What follows belongs to an exercise in optimizing a design on an open flow for small area and few clock cycles per item; a production flow would make more cautious choices.
In this exercise RTL edits were held to simulation tests only and were not proved equivalent to the original.

==> inputs of build 61 <==
Design dual_tone_sample_generator_top, start of the top module:
module dual_tone_sample_generator_top (
    input  wire logic                                aclk,
    input  wire logic                                aresetn,
    input  wire logic                                s_tvalid,
    output logic                                     s_tready,
    input  wire logic [dtsg_pkg::S_TDATA_W-1:0]      s_tdata,    
    output logic                                     m_tvalid,
    input  wire logic                                m_tready,
    output logic [dtsg_pkg::M_TDATA_W-1:0]           m_tdata,    
    output logic [0:0]                               m_tuser,    
    input  wire logic                                cfg_wr_en,
    input  wire logic [dtsg_pkg::CFG_INDEX_W-1:0]    cfg_index,
    input  wire logic [dtsg_pkg::CFG_DATA_W-1:0]     cfg_wdata
);
Settings: LEC_CHECK=0, ABC_AREA=1, ABC_CLOCK_PERIOD_IN_PS=10000, CAP_MARGIN=20, CORE_MARGIN=2, CORE_UTILIZATION=40, CTS_BUF_LIST=sky130_fd_sc_hd__clkbuf_4, SLEW_MARGIN=20, SYNTH_HIERARCHICAL=1, SYNTH_MINIMUM_KEEP_SIZE=0; clock period 10.0 ns.
run.sh (not shown) runs the stock make flow with config.mk's settings and CLKGATE_MAP_FILE= SYNTH_SCRIPT=/design/flow/synth_recipe.tcl, a recipe that flattens the netlist after the stock synthesis.
==> trial 44: changes against build 61 <==
- CTS_BUF_LIST: sky130_fd_sc_hd__clkbuf_4 -> sky130_fd_sc_hd__clkbuf_8
==> build 47: changes against build 61 <==
- CTS_BUF_LIST: sky130_fd_sc_hd__clkbuf_4 -> sky130_fd_sc_hd__clkbuf_16
- CTS_CLUSTER_DIAMETER: default -> 80
- CTS_CLUSTER_SIZE: default -> 30
==> build 3: changes against build 61 <==
- CTS_BUF_LIST: sky130_fd_sc_hd__clkbuf_4 -> sky130_fd_sc_hd__clkbuf_8
- CTS_CLUSTER_DIAMETER: default -> 60
- CTS_CLUSTER_SIZE: default -> 20
==> summary of the runs <==
Sequential share of layout area: build 61 < trial 44 < build 3 < build 47.
The highest hold slack belongs to build 3, the lowest to trial 44.
In die area, build 3 and trial 44 do not differ.
In sequential cell count, trial 44 and build 3 do not differ.
The lowest final area belongs to build 47, the highest to build 61.
Non-clock buffer count: build 47 is lower than trial 44 (3).
Testbench counts of build 61, summed over its fixed seeds: cycles 16,032, items 16,000.
Testbench counts of trial 44, summed over its fixed seeds: cycles 16,032, items 16,000.
Testbench counts of build 47, summed over its fixed seeds: cycles 16,032, items 16,000.
Testbench counts of build 3, summed over its fixed seeds: cycles 16,032, items 16,000.

* * *

==> v17: inputs <==
dual_tone_sample_generator_top, a different RTL version from the one above (not shown whole).
make LEC_CHECK=0 ABC_AREA=1 ABC_CLOCK_PERIOD_IN_PS=10000 CAP_MARGIN=20 CORE_MARGIN=2 CORE_UTILIZATION=40 SLEW_MARGIN=20 SYNTH_HIERARCHICAL=1 SYNTH_MINIMUM_KEEP_SIZE=0 finish   # period 10.0 ns
==> inputs of v6, as changes to v17 <==
--- a/flow/design.v
+++ b/flow/design.v
@@ -168,15 +168,17 @@
         if (wr_step_b) phase_step_b_reg <= wsel(dtsg_pkg::RST_PHASE_STEP_B);
         if (wr_mode)   tone_mode_reg    <= wd0[0];
         if (wr_amp)    amplitude_reg    <= 15'(wsel(32'(dtsg_pkg::RST_AMPLITUDE)));
         if (wr_dur)    duration_reg     <= wd0;
     end
     logic s1_valid_reg;
     logic s1_adv, accept;
-    assign s1_adv   = !s1_valid_reg || m_tready;
+    logic m_tvalid_reg, out_adv;
+    assign out_adv  = !m_tvalid_reg || m_tready;
+    assign s1_adv   = !s1_valid_reg || out_adv;
     assign s_tready = s1_adv;
     assign accept   = s_tvalid && s1_adv;
     logic [31:0] phase_a_reg, phase_b_reg, phase_a_inc, phase_b_inc;
     logic [31:0] count_reg, count_inc;
     logic        phase_zero_reg;
     logic        count_full, count_ge;
     logic        restart, past_end, done0;
@@ -1415,12 +1417,27 @@
     assign scaled_n[9] = m1296;
     assign scaled_n[10] = m1297;
     assign scaled_n[11] = m1298;
     assign scaled_n[12] = m1316;
     assign scaled_n[13] = m1317;
     assign scaled_n[14] = m1318;
     assign scaled_n[15] = m1319;
-    assign m_tvalid   = s1_valid_reg;
-    assign m_tdata    = ~(scaled_n | {16{s1_zero_reg}});
-    assign m_tuser[0] = s1_done_reg;
+    logic [dtsg_pkg::M_TDATA_W-1:0] m_tdata_reg;
+    logic                           m_done_reg;
+    always_ff @(posedge aclk) begin
+        if (!aresetn) begin
+            m_tvalid_reg <= 1'b0;
+        end else if (out_adv) begin
+            m_tvalid_reg <= s1_valid_reg;
+        end
+    end
+    always_ff @(posedge aclk) begin
+        if (out_adv) begin
+            m_tdata_reg <= ~(scaled_n | {16{s1_zero_reg}});
+            m_done_reg  <= s1_done_reg;
+        end
+    end
+    assign m_tvalid   = m_tvalid_reg;
+    assign m_tdata    = m_tdata_reg;
+    assign m_tuser[0] = m_done_reg;
 endmodule
 `default_nettype wire
==> impl_metrics.ini <==
[grt]
antenna_found_initial = 0

[critical_path]
worstSetupEndpointType = output pin
crit_chain = clkinvlp_4 -> nand2_1 -> nand2_1 -> inv_1 -> buf_4 -> nand2_1 -> fa_1 -> fa_1 -> fa_1 -> fa_1 -> fa_1 -> fa_1 -> fa_1 -> fa_1 -> fa_1 -> nand2_2 -> o21ai_4 -> inv_4 -> nand2_1 -> o21a_4 -> o21ai_2 -> o21ai_0 -> nor2_1 -> clkdlybuf4s50_1

[yosys]
yosysSeqAreaShare = 0.286

[detailed_routing]
routed-wl-met3_mm = 3.63

[outcome]
status = no timing/DRC/antenna violations
[end of results for v17]
==> impl_metrics.ini <==
[grt]
antenna_found_initial = 1
grt_pass1_vias = 19600

[timing]
hold_viol = 0

[detailed_routing]
routed-wl-met3_mm = 4.08

[critical_path]
worstSetupEndpointType = register

[outcome]
status = no timing/DRC/antenna violations

[yosys]
yosysSeqAreaShare = 0.301
[end of results for v6]
Testbench counts of v17, summed over its fixed seeds: cycles 16,032, items 16,000.
Testbench counts of v6, summed over its fixed seeds: cycles 16,064, items 16,000.

* * *

==> indigo <==
dual_tone_sample_generator_top, a different RTL version from the one above (not shown whole).
clock: 10.0 ns
lec_check: 0
abc_area: 1
abc_clock_period_in_ps: 10000
cap_margin: 20
core_margin: 2
core_utilization: 40
cts_buf_list: sky130_fd_sc_hd__clkbuf_16
cts_cluster_diameter: 60
cts_cluster_size: 24
slew_margin: 20
synth_hierarchical: 1
synth_minimum_keep_size: 0
standard.sh (not shown) runs the stock make flow with config.mk's settings and CLKGATE_MAP_FILE= SYNTH_SCRIPT=/design/flow/synth_recipe.tcl, a recipe that flattens the netlist after the stock synthesis.
==> flow/flow/run.sh <==
#!/bin/bash
# Standard layout, with the port buffers made of the smallest buffer cell.
export BUFFER_PORTS_ARGS="-buffer_cell sky130_fd_sc_hd__buf_1"
cp standard.sh standard.sh.txt
bash standard.sh > standard.log 2>&1
==> inputs of ember, as changes to indigo <==
==> flow/flow/run.sh (replaced) <==
#!/bin/bash
# The standard layout (standard.sh), with two changes:
#  - the port buffers are the smallest buffer cell (buf_1)
#  - clock tree synthesis without dummy loads
export BUFFER_PORTS_ARGS="-buffer_cell sky130_fd_sc_hd__buf_1"
export CTS_ARGS="-sink_clustering_enable -repair_clock_nets -sink_clustering_size 30 -sink_clustering_max_diameter 70 -buf_list sky130_fd_sc_hd__clkbuf_16 -dont_use_dummy_load"
bash standard.sh > standard.log 2>&1
- CORE_UTILIZATION: 40 -> 60
==> inputs of umber, as changes to indigo <==
==> flow/run.sh (new file) <==
#!/bin/bash
# synth_recipe.tcl (not shown) runs the flow's synth.tcl, then flattens the netlist and writes it again
# the make line also repeats each setting of config.mk as NAME=value (left out here)
make -C /OpenROAD-flow-scripts/flow DESIGN_CONFIG=/design/flow/config.mk WORK_HOME=/design/flow/orfs CLKGATE_MAP_FILE= SYNTH_SCRIPT=/design/flow/synth_recipe.tcl finish
removed: flow/flow/run.sh
removed: flow/standard.sh
==> impl_metrics.yaml <==
critical_path:
  r2r_end: "count_reg[2]"
  slowest_delay_ns: 0.55
placed_design:
  gp_congestion: 0.949
floorplanning:
  initial_core_util_pct: 40.6
routing:
  wl_per_cell_um: 17.3
global_routing:
  grt_usage_pct: 20.1
status:
  status: "complete, no violations"
That was umber.
==> impl_metrics.yaml <==
global_routing:
  grt_first_pass_wirelength_um: 87700
  grt_usage_pct: 29.0
  grt-ovfl-total: 0
  grt_max_degree: 73
  antenna_found_initial: 0
clocking:
  cts_sinks: 228
critical_path:
  slowest_delay_ns: 0.59
  r2r_end: "count_reg[19]"
floorplanning:
  initial_core_util_pct: 61.3
status:
  status: "complete, no violations"
That was ember.
==> impl_metrics.yaml <==
floorplanning:
  initial_core_util_pct: 40.6
status:
  status: "complete, no violations"
synthesis:
  ys_types: 62
  synth-edff-count: 226
sta:
  relSlewSlack_pct: 37.2
routing:
  wl_per_cell_um: 17.6
final_layout:
  fin_cells: 3182
  utilization_pct: 43.8
critical_path:
  r2r_end: "count_reg[21]"
  slowest_delay_ns: 0.62
global_routing:
  use_met2_pct: 33.3
  grt_usage_pct: 20.1
That was indigo.
Testbench counts of indigo, summed over its fixed seeds: cycles 16,032, items 16,000.
Testbench counts of ember, summed over its fixed seeds: cycles 16,032, items 16,000.
Testbench counts of umber, summed over its fixed seeds: cycles 16,032, items 16,000.

==> what the ideal ports hide <==
No port has a modelled driver above. Below, the same layouts with a new extraction and two added sets of constraints. Step 1 sets driving cells, clkbuf_16 on the clock port and buf_2 on the other inputs (assumed; they add their load-dependent delay and slew). Step 2 also shifts input and output timing later by t, the mid clock arrival at the registers, as if the neighbouring blocks saw the same clock. a / b / c = ideal / step 1 / step 2; a / b = the first two.
| run | t (ns) | setup slack, ns | worst data-port slew with drivers (ns) |
|---|---|---|---|
| build 61 | 0.746 | 0.422 / 0.375 / 1.122 | 0.06 |
| trial 44 | 0.585 | 0.439 / 0.391 / 0.977 | 0.06 |
| build 47 | 0.533 | 0.486 / 0.434 / 0.967 | 0.06 |
| build 3 | 0.597 | 0.445 / 0.399 / 0.995 | 0.06 |
| v17 | 0.579 | 0.394 / 0.344 / 0.923 | 0.04 |
| v6 | 0.629 | 2.142 / 2.142 / 2.142 | 0.05 |
| indigo | 0.588 | 0.592 / 0.537 / 1.125 | 0.06 |
| ember | 0.569 | 0.500 / 0.444 / 1.012 | 0.04 |
| umber | 0.566 | 0.543 / 0.492 / 1.057 | 0.06 |
After both steps setup and hold are still met in every run listed.
